Background: an optimization exercise with open tools, aiming at small area. Do not read the settings as production practice.
Only simulation tests tie the RTL to the original design; equivalence was not proved.
Power and IR drop assume default switching activity.

==> 07-08: inputs <==
==> flow/design.v (excerpt) <==
module aipTop (
  input  wire logic  clk,
  input  wire logic  rst,
  input  wire logic  en_i,
  input  aipPkg::code_t      configAIP_i,
  input  aipPkg::data_t      dataInAIP_i,
  input  wire logic  writeAIP_i,
  input  wire logic  readAIP_i,
  input  wire logic  startAIP_i,
  output aipPkg::data_t      dataOutAIP_o,
  output logic       intAIP_o,
  input  aipPkg::memAddr_t   rdAddrMemIn0_i,
  input  aipPkg::memAddr_t   rdAddrMemIn1_i,
  input  aipPkg::data_t      wrDataMemOut_i,
  input  aipPkg::memAddr_t   wrAddrMemOut_i,
  input  wire logic  wrEnMemOut_i,
  input  aipPkg::statusBits_t statusIPcore_i,
  input  aipPkg::statusBits_t intIPCore_i,
  output aipPkg::data_t      rdDataMemIn0_o,
  output aipPkg::data_t      rdDataMemIn1_o,
  output aipPkg::data_t      rdDataConfigReg_o,
  output logic       startIPcore_o
);
export LEC_CHECK = 0
export CAP_MARGIN = 20
export CORE_MARGIN = 2
export CORE_UTILIZATION = 60
export CTS_BUF_LIST = sky130_fd_sc_hd__clkbuf_16
export CTS_CLUSTER_DIAMETER = 60
export CTS_CLUSTER_SIZE = 32
export SETUP_SLACK_MARGIN = 0.15
export SLEW_MARGIN = 20
export SYNTH_HIERARCHICAL = 1
export SYNTH_MINIMUM_KEEP_SIZE = 0
create_clock -name core_clock -period 6.0 [get_ports {clk}]
standard.sh (not shown) runs the stock make flow with config.mk's settings and CLKGATE_MAP_FILE= SYNTH_SCRIPT=/design/flow/synth_recipe.tcl, a recipe that flattens the netlist after the stock synthesis.
==> flow/flow/run.sh <==
#!/bin/bash
# The standard layout with these changes:
# - the port buffers use the smallest buffer cell instead of the delay buffer
#   the port-buffering step picks by default;
# - before global placement, the inverters that drive a word line (write
#   enable or read select, 32 loads) are sized up (flow/presize.tcl), so the
#   repair step does not hang buffer trees on them;
# - clock tree synthesis runs with the same settings as config.mk gives it,
#   but without dummy balancing loads.
set -e
export BUFFER_PORTS_ARGS="-buffer_cell sky130_fd_sc_hd__buf_1"
export PRE_GLOBAL_PLACE_TCL="$PWD/flow/presize.tcl"
export PRESIZE_CELL=sky130_fd_sc_hd__inv_2
export PRESIZE_DE_CELL=sky130_fd_sc_hd__inv_4
export CTS_ARGS="-sink_clustering_enable -repair_clock_nets -sink_clustering_size 32 -sink_clustering_max_diameter 60 -buf_list sky130_fd_sc_hd__clkbuf_16 -dont_use_dummy_load"
bash standard.sh > standard.log 2>&1
==> flow/flow/presize.tcl <==
# Give the decoder inverters that drive a word line (a write enable or a read
# select, 16 or more loads) a stronger size up front. Write enables, which
# reach a whole word of flip-flops, get PRESIZE_DE_CELL; read selects get
# PRESIZE_CELL.
set n_up 0
foreach inst [get_cells *] {
  set m [get_property $inst ref_name]
  if { $m == "sky130_fd_sc_hd__inv_1" || $m == "sky130_fd_sc_hd__clkinv_1" } {
    set pin [get_pins -of_objects $inst -filter "direction==output"]
    set net [get_nets -of_objects $pin]
    set sinks [get_pins -of_objects $net -filter "direction==input"]
    if { [llength $sinks] >= 16 } {
      set cell $::env(PRESIZE_CELL)
      foreach s $sinks {
        if { [get_property $s lib_pin_name] == "DE" } {
          set cell $::env(PRESIZE_DE_CELL)
          break
        }
      }
      replace_cell $inst $cell
      incr n_up
    }
  }
}
puts "presize: resized $n_up word-line inverters"
==> inputs of 10-05, as changes to 07-08 <==
--- a/flow/flow/run.sh
+++ b/flow/flow/run.sh
@@ -12,5 +12,4 @@
 export PRE_GLOBAL_PLACE_TCL="$PWD/flow/presize.tcl"
 export PRESIZE_CELL=sky130_fd_sc_hd__inv_2
-export PRESIZE_DE_CELL=sky130_fd_sc_hd__inv_4
-export CTS_ARGS="-sink_clustering_enable -repair_clock_nets -sink_clustering_size 32 -sink_clustering_max_diameter 60 -buf_list sky130_fd_sc_hd__clkbuf_16 -dont_use_dummy_load"
+export CTS_ARGS="-sink_clustering_enable -repair_clock_nets -sink_clustering_size 26 -sink_clustering_max_diameter 80 -buf_list sky130_fd_sc_hd__clkbuf_16 -dont_use_dummy_load"
 bash standard.sh > standard.log 2>&1
==> flow/flow/presize.tcl (replaced) <==
# Give the decoder inverters that drive a whole word line (a write enable or
# a read select, 16 or more loads) a stronger size up front.
set n_up 0
foreach inst [get_cells *] {
  set m [get_property $inst ref_name]
  if { $m == "sky130_fd_sc_hd__inv_1" || $m == "sky130_fd_sc_hd__clkinv_1" } {
    set pin [get_pins -of_objects $inst -filter "direction==output"]
    set net [get_nets -of_objects $pin]
    set loads [llength [get_pins -of_objects $net -filter "direction==input"]]
    if { $loads >= 16 } {
      replace_cell $inst $::env(PRESIZE_CELL)
      incr n_up
    }
  }
}
puts "presize: resized $n_up word-line inverters to $::env(PRESIZE_CELL)"
CTS_CLUSTER_DIAMETER = 80   (was 60)
CTS_CLUSTER_SIZE = 26   (was 32)
==> key figures <==
Pwr
  • Internal power: 29.6 mW

Setup path
  • Delay-heaviest family, CP: buffers and inverters
  • Max incr delay on CP: 800 ps

Global routing
  • First-pass GRT wire length: roughly 430000 µm

Placed design
  • Placed Area: roughly 120000 µm²
  • RD Place Congestion: between 0.8 and 0.9

Final layout
  • Most frequent cells in the layout: edfxtp_1, a222oi_1, nand2_1

Outcome
  • Status: timing/DRC/antenna clean
The numbers above come from 07-08.

==> key figures <==
Setup path
  • Max incr delay on CP: a little over 800 ps
  • Startpoint Class: flop
  • Delay-heaviest family, CP: simple AND/OR/NAND/NOR gates

Placed design
  • RD Place Congestion: between 0.8 and 0.9

Outcome
  • Status: timing/DRC/antenna clean

Final layout
  • Most frequent cells in the layout: edfxtp_1, a222oi_1, nand2_1

Global routing
  • First-pass GRT wire length: approximately 430000 µm
The numbers above come from 10-05.


---

==> wip/onyx: inputs <==
Another version of the RTL of aipTop (not shown whole).
==> flow/config.mk <==
export PLATFORM = sky130hd
export DESIGN_NAME = aipTop
export DESIGN_NICKNAME = aipTop
export VERILOG_FILES = /design/flow/design.v
export SDC_FILE = /design/flow/constraint.sdc
export NUM_CORES = 4
export LEC_CHECK = 0
export CAP_MARGIN = 20
export CORE_MARGIN = 2
export CORE_UTILIZATION = 68
export CTS_BUF_LIST = sky130_fd_sc_hd__clkbuf_16
export CTS_CLUSTER_DIAMETER = 80
export CTS_CLUSTER_SIZE = 32
export SETUP_SLACK_MARGIN = 0.15
export SLEW_MARGIN = 20
export SYNTH_HIERARCHICAL = 1
export SYNTH_MINIMUM_KEEP_SIZE = 0
==> flow/constraint.sdc <==
create_clock -name core_clock -period 6.0 [get_ports {clk}]
set_input_delay 1.2000 -clock core_clock [delete_from_list [all_inputs] [get_ports {clk}]]
set_output_delay 1.2000 -clock core_clock [all_outputs]
set_load 0.01 [all_outputs]
==> flow/flow/run.sh <==
#!/bin/bash
# The standard layout with two changes:
# - the port buffers use the smallest buffer cell instead of the delay buffer
#   the port-buffering step picks by default;
# - before global placement, the inverters that drive a word line (write
#   enable or read select, 32 loads) are sized up (flow/presize.tcl), so the
#   repair step does not hang buffer trees on them.
set -e
export BUFFER_PORTS_ARGS="-buffer_cell sky130_fd_sc_hd__buf_1"
export PRE_GLOBAL_PLACE_TCL="$PWD/flow/presize.tcl"
export PRESIZE_CELL=sky130_fd_sc_hd__inv_2
bash standard.sh > standard.log 2>&1
==> flow/flow/presize.tcl <==
# Give the decoder inverters that drive a whole word line (a write enable or
# a read select, 16 or more loads) a stronger size up front.
set n_up 0
foreach inst [get_cells *] {
  set m [get_property $inst ref_name]
  if { $m == "sky130_fd_sc_hd__inv_1" || $m == "sky130_fd_sc_hd__clkinv_1" } {
    set pin [get_pins -of_objects $inst -filter "direction==output"]
    set net [get_nets -of_objects $pin]
    set loads [llength [get_pins -of_objects $net -filter "direction==input"]]
    if { $loads >= 16 } {
      replace_cell $inst $::env(PRESIZE_CELL)
      incr n_up
    }
  }
}
puts "presize: resized $n_up word-line inverters to $::env(PRESIZE_CELL)"
==> wip/ember (differences from wip/onyx) <==
--- a/flow/design.v
+++ b/flow/design.v
@@ -26,64 +26,42 @@
     SEL_STATUS = 2'd1,
     SEL_ID     = 2'd2
   } readSel_t;
 endpackage
 `default_nettype wire
 `timescale 1ns/1ps
 `default_nettype none
-module aipNand2 (
-  input  wire logic a, b,
-  output logic      y
-);
-  assign y = ~(a & b);
-endmodule
-module aipInv (
-  input  wire logic a,
-  output logic      y
-);
-  assign y = ~a;
-endmodule
-module aipDec32 (
-  input  wire logic       en_i,
-  input  wire logic [4:0] a_i,
-  output logic     [31:0] y_o
-);
-  logic [3:0] lo;
-  logic [7:0] hi;
-  assign lo = 4'd1 << a_i[1:0];
-  assign hi = {8{en_i}} & (8'd1 << a_i[4:2]);
-  for (genvar w = 0; w < 32; w++) begin : g_w
-    logic n;
-    aipNand2 u_n (.a(lo[w % 4]), .b(hi[w / 4]), .y(n));
-    aipInv   u_i (.a(n), .y(y_o[w]));
-  end
-endmodule
 `default_nettype wire
 `timescale 1ns/1ps
 `default_nettype none
 module aipAoi3 (
   input  wire logic a0, b0, a1, b1, a2, b2,
   output logic      y
 );
   assign y = ~((a0 & b0) | (a1 & b1) | (a2 & b2));
 endmodule
+module aipAoi2 (
+  input  wire logic a0, b0, a1, b1,
+  output logic      y
+);
+  assign y = ~((a0 & b0) | (a1 & b1));
+endmodule
 module aipRdBit (
   input  wire logic [31:0] sel_i,
   input  wire logic [31:0] d_i,
   output logic             q_o
 );
-  logic [11:0] t;
+  logic [10:0] t;
   for (genvar g = 0; g < 10; g++) begin : g_aoi
     aipAoi3 u (.a0(sel_i[3*g]),   .b0(d_i[3*g]),
                .a1(sel_i[3*g+1]), .b1(d_i[3*g+1]),
                .a2(sel_i[3*g+2]), .b2(d_i[3*g+2]), .y(t[g]));
   end
-  aipNand2  u_n30 (.a(sel_i[30]), .b(d_i[30]), .y(t[10]));
-  aipNand2  u_n31 (.a(sel_i[31]), .b(d_i[31]), .y(t[11]));
-  assign q_o = ~(&t[3:0]) | ~(&t[7:4]) | ~(&t[11:8]);
+  aipAoi2 u_last (.a0(sel_i[30]), .b0(d_i[30]), .a1(sel_i[31]), .b1(d_i[31]), .y(t[10]));
+  assign q_o = ~(&t[3:0]) | ~(&t[7:4]) | ~(&t[10:8]);
 endmodule
 `default_nettype wire
 `timescale 1ns/1ps
 `default_nettype none
 `default_nettype wire
 `timescale 1ns/1ps
 `default_nettype none
@@ -163,37 +141,30 @@
       flagReg <= (flagReg & ~(wrStatus ? dataInAIP_i[15:8] : 8'h00)) | intIPCore_i;
       if (wrStatus)
         maskReg <= dataInAIP_i[23:16];
       intReg <= |(flagReg & maskReg);
     end
   end
   assign intAIP_o = intReg;
-  logic [31:0] we0, we1, weO;
-  aipDec32 u_we0 (.en_i(wrIn0),        .a_i(ptrIn0),         .y_o(we0));
-  aipDec32 u_we1 (.en_i(wrIn1),        .a_i(ptrIn1),         .y_o(we1));
-  aipDec32 u_weO (.en_i(wrEnMemOut_i), .a_i(wrAddrMemOut_i), .y_o(weO));
   always_ff @(posedge clk) begin
-    for (int w = 0; w < 32; w++)
-      if (we0[w])
-        memIn0[w] <= dataInAIP_i;
+    if (wrIn0)
+      memIn0[ptrIn0] <= dataInAIP_i;
   end
   always_ff @(posedge clk) begin
-    for (int w = 0; w < 32; w++)
-      if (we1[w])
-        memIn1[w] <= dataInAIP_i;
+    if (wrIn1)
+      memIn1[ptrIn1] <= dataInAIP_i;
   end
   always_ff @(posedge clk) begin
-    for (int w = 0; w < 32; w++)
-      if (weO[w])
-        memOut[w] <= wrDataMemOut_i;
+    if (wrEnMemOut_i)
+      memOut[wrAddrMemOut_i] <= wrDataMemOut_i;
   end
   logic [31:0] sel0, sel1, selO;
-  aipDec32 u_sel0 (.en_i(1'b1), .a_i(rdAddrMemIn0_i), .y_o(sel0));
-  aipDec32 u_sel1 (.en_i(1'b1), .a_i(rdAddrMemIn1_i), .y_o(sel1));
-  aipDec32 u_selO (.en_i(1'b1), .a_i(ptrOut),         .y_o(selO));
+  assign sel0 = 32'd1 << rdAddrMemIn0_i;
+  assign sel1 = 32'd1 << rdAddrMemIn1_i;
+  assign selO = 32'd1 << ptrOut;
   for (genvar b = 0; b < 32; b++) begin : g_rd
     logic [31:0] col0, col1, colO;
     for (genvar w = 0; w < 32; w++) begin : g_w
       assign col0[w] = memIn0[w][b];
       assign col1[w] = memIn1[w][b];
       assign colO[w] = memOut[w][b];
     end
==> flow/run.sh (new file) <==
#!/bin/bash
# synth_recipe.tcl (not shown) runs the flow's synth.tcl, then flattens the netlist and writes it again
# the make line also repeats each setting of config.mk as NAME=value (left out here)
make -C /OpenROAD-flow-scripts/flow DESIGN_CONFIG=/design/flow/config.mk WORK_HOME=/design/flow/orfs CLKGATE_MAP_FILE= SYNTH_SCRIPT=/design/flow/synth_recipe.tcl finish
==> flow/config.mk (replaced) <==
export PLATFORM = sky130hd
export DESIGN_NAME = aipTop
export DESIGN_NICKNAME = aipTop
export VERILOG_FILES = /design/flow/design.v
export SDC_FILE = /design/flow/constraint.sdc
export NUM_CORES = 4
export LEC_CHECK = 0
export CAP_MARGIN = 0
export CORE_MARGIN = 2
export CORE_UTILIZATION = 60
export CTS_BUF_LIST = sky130_fd_sc_hd__clkbuf_16
export CTS_CLUSTER_DIAMETER = 80
export CTS_CLUSTER_SIZE = 26
export GPL_TIMING_DRIVEN = 0
export SETUP_SLACK_MARGIN = 0.15
export SLEW_MARGIN = 0
export SYNTH_HIERARCHICAL = 1
export SYNTH_MINIMUM_KEEP_SIZE = 0
removed: flow/flow/run.sh
removed: flow/flow/presize.tcl
removed: flow/standard.sh
==> wip/tundra (differences from wip/onyx) <==
==> flow/flow/run.sh (replaced) <==
#!/bin/bash
# The standard layout, except that the port buffers use the smallest buffer
# cell instead of the delay buffer the port-buffering step picks by default.
set -e
export BUFFER_PORTS_ARGS="-buffer_cell sky130_fd_sc_hd__buf_1"
bash standard.sh > standard.log 2>&1
==> flow/config.mk (replaced) <==
export PLATFORM = sky130hd
export DESIGN_NAME = aipTop
export DESIGN_NICKNAME = aipTop
export VERILOG_FILES = /design/flow/design.v
export SDC_FILE = /design/flow/constraint.sdc
export NUM_CORES = 4
export LEC_CHECK = 0
export CAP_MARGIN = 20
export CORE_MARGIN = 2
export CORE_UTILIZATION = 60
export CTS_BUF_LIST = sky130_fd_sc_hd__clkbuf_16
export CTS_CLUSTER_DIAMETER = 80
export CTS_CLUSTER_SIZE = 26
export SETUP_SLACK_MARGIN = 0.15
export SLEW_MARGIN = 20
export SYNTH_HIERARCHICAL = 1
export SYNTH_MINIMUM_KEEP_SIZE = 0
removed: flow/flow/presize.tcl
==> notes <==
The highest clock skew belongs to wip/ember, the lowest to wip/tundra. Sequential power is about the same in wip/tundra and wip/onyx. Against wip/onyx, the via count of wip/tundra is larger by 2.0%. Non-clock buffer count, highest first: wip/tundra, wip/ember, wip/onyx. Core utilization, lowest first: wip/tundra, wip/ember, wip/onyx. Against wip/onyx, the die area of wip/tundra is larger by 13%. Against wip/tundra, the total power of wip/onyx is larger by about 0.23%. The lowest cell count belongs to wip/onyx, the highest to wip/tundra. In combinational power, wip/tundra and wip/onyx hardly differ.
==> figures <==
item	wip/ember	wip/onyx	wip/tundra
Number of well taps	2,385	2,160	2,464
Status	timing/DRC/antenna clean	timing/DRC/antenna clean	timing/DRC/antenna clean
Cell with the largest stage delay on the worst path	clkdlybuf4s50_1	a222oi_1	clkinv_1
Vias in the first global route	57,705	56,877	58,136
Fill count	11,302	9,360	12,241
Final instance area	126,000 sq um	119,000 sq um	121,000 sq um
Post-synthesis mux area share	0.436%	0.490%	0.490%
Sequential cell fraction of total power	62.9%	65.6%	65.7%
Vias	59,778	60,945	62,143
Placed insts	7,953	7,821	8,331
Share of power burned in the clock network	29.0%	30.9%	30.7%
Crit-path max cell delay	0.73 ns	0.96 ns	0.89 ns
Fraction of standard cell area in multi-input logic	13.8%	13.2%	13.0%
Power drawn by the combinational cells	3.13 mW	1.31 mW	1.32 mW
Maximum clock skew at final layout	0.0254 ns	0.0225 ns	0.0210 ns
Fin nets	5,835	5,905	6,124
Share of post-route cells with drive strength above 1	14.3%	10.1%	10.6%
Total wire length after detailed routing	306,000 um	297,000 um	321,000 um
Wire length of the first global-routing pass	427,000 um	413,000 um	445,000 um

[what the ideal ports hide]
The results above use ideal ports. As a check the final layouts listed here were re-extracted and re-timed, cells and wires unchanged. Step 1 assumes that a clkbuf_16 drives the clock port and a buf_2 every other input. Step 2, shift: input delay + t, output delay - t, t = (earliest + latest rising clock arrival at the registers) / 2. This alone moves slack from input paths to output paths. Three values: ideal ports, drivers, drivers and shift; two values: the first two.
run | shift t [ns] | setup WS [ns] | hold WS [ns] | worst setup path after step 2 | pins driven straight from the clock port
07-08 | 0.918 | 0.630 / 0.541 / 0.917 | 0.492 / 0.427 / 0.492 | input to output | 1
10-05 | 0.901 | 0.692 / 0.602 / 0.840 | 0.271 / 0.206 / 0.501 | input to output | 1
wip/onyx | 0.900 | 0.597 / 0.507 / 0.569 | 0.233 / 0.168 / 0.501 | input to output | 1
wip/ember | 0.913 | 0.109 / -0.028 / -0.028 | 0.198 / 0.140 / 0.509 | input to output | 1
wip/tundra | 0.924 | 0.242 / 0.221 / 0.221 | 0.487 / 0.419 / 0.499 | input to output | 1
Met with ideal ports but missed after step 2: setup timing in wip/ember. For wip/ember, which loses most, drivers alone change the setup slack by -0.137 ns; drivers and shift together by -0.137 ns.
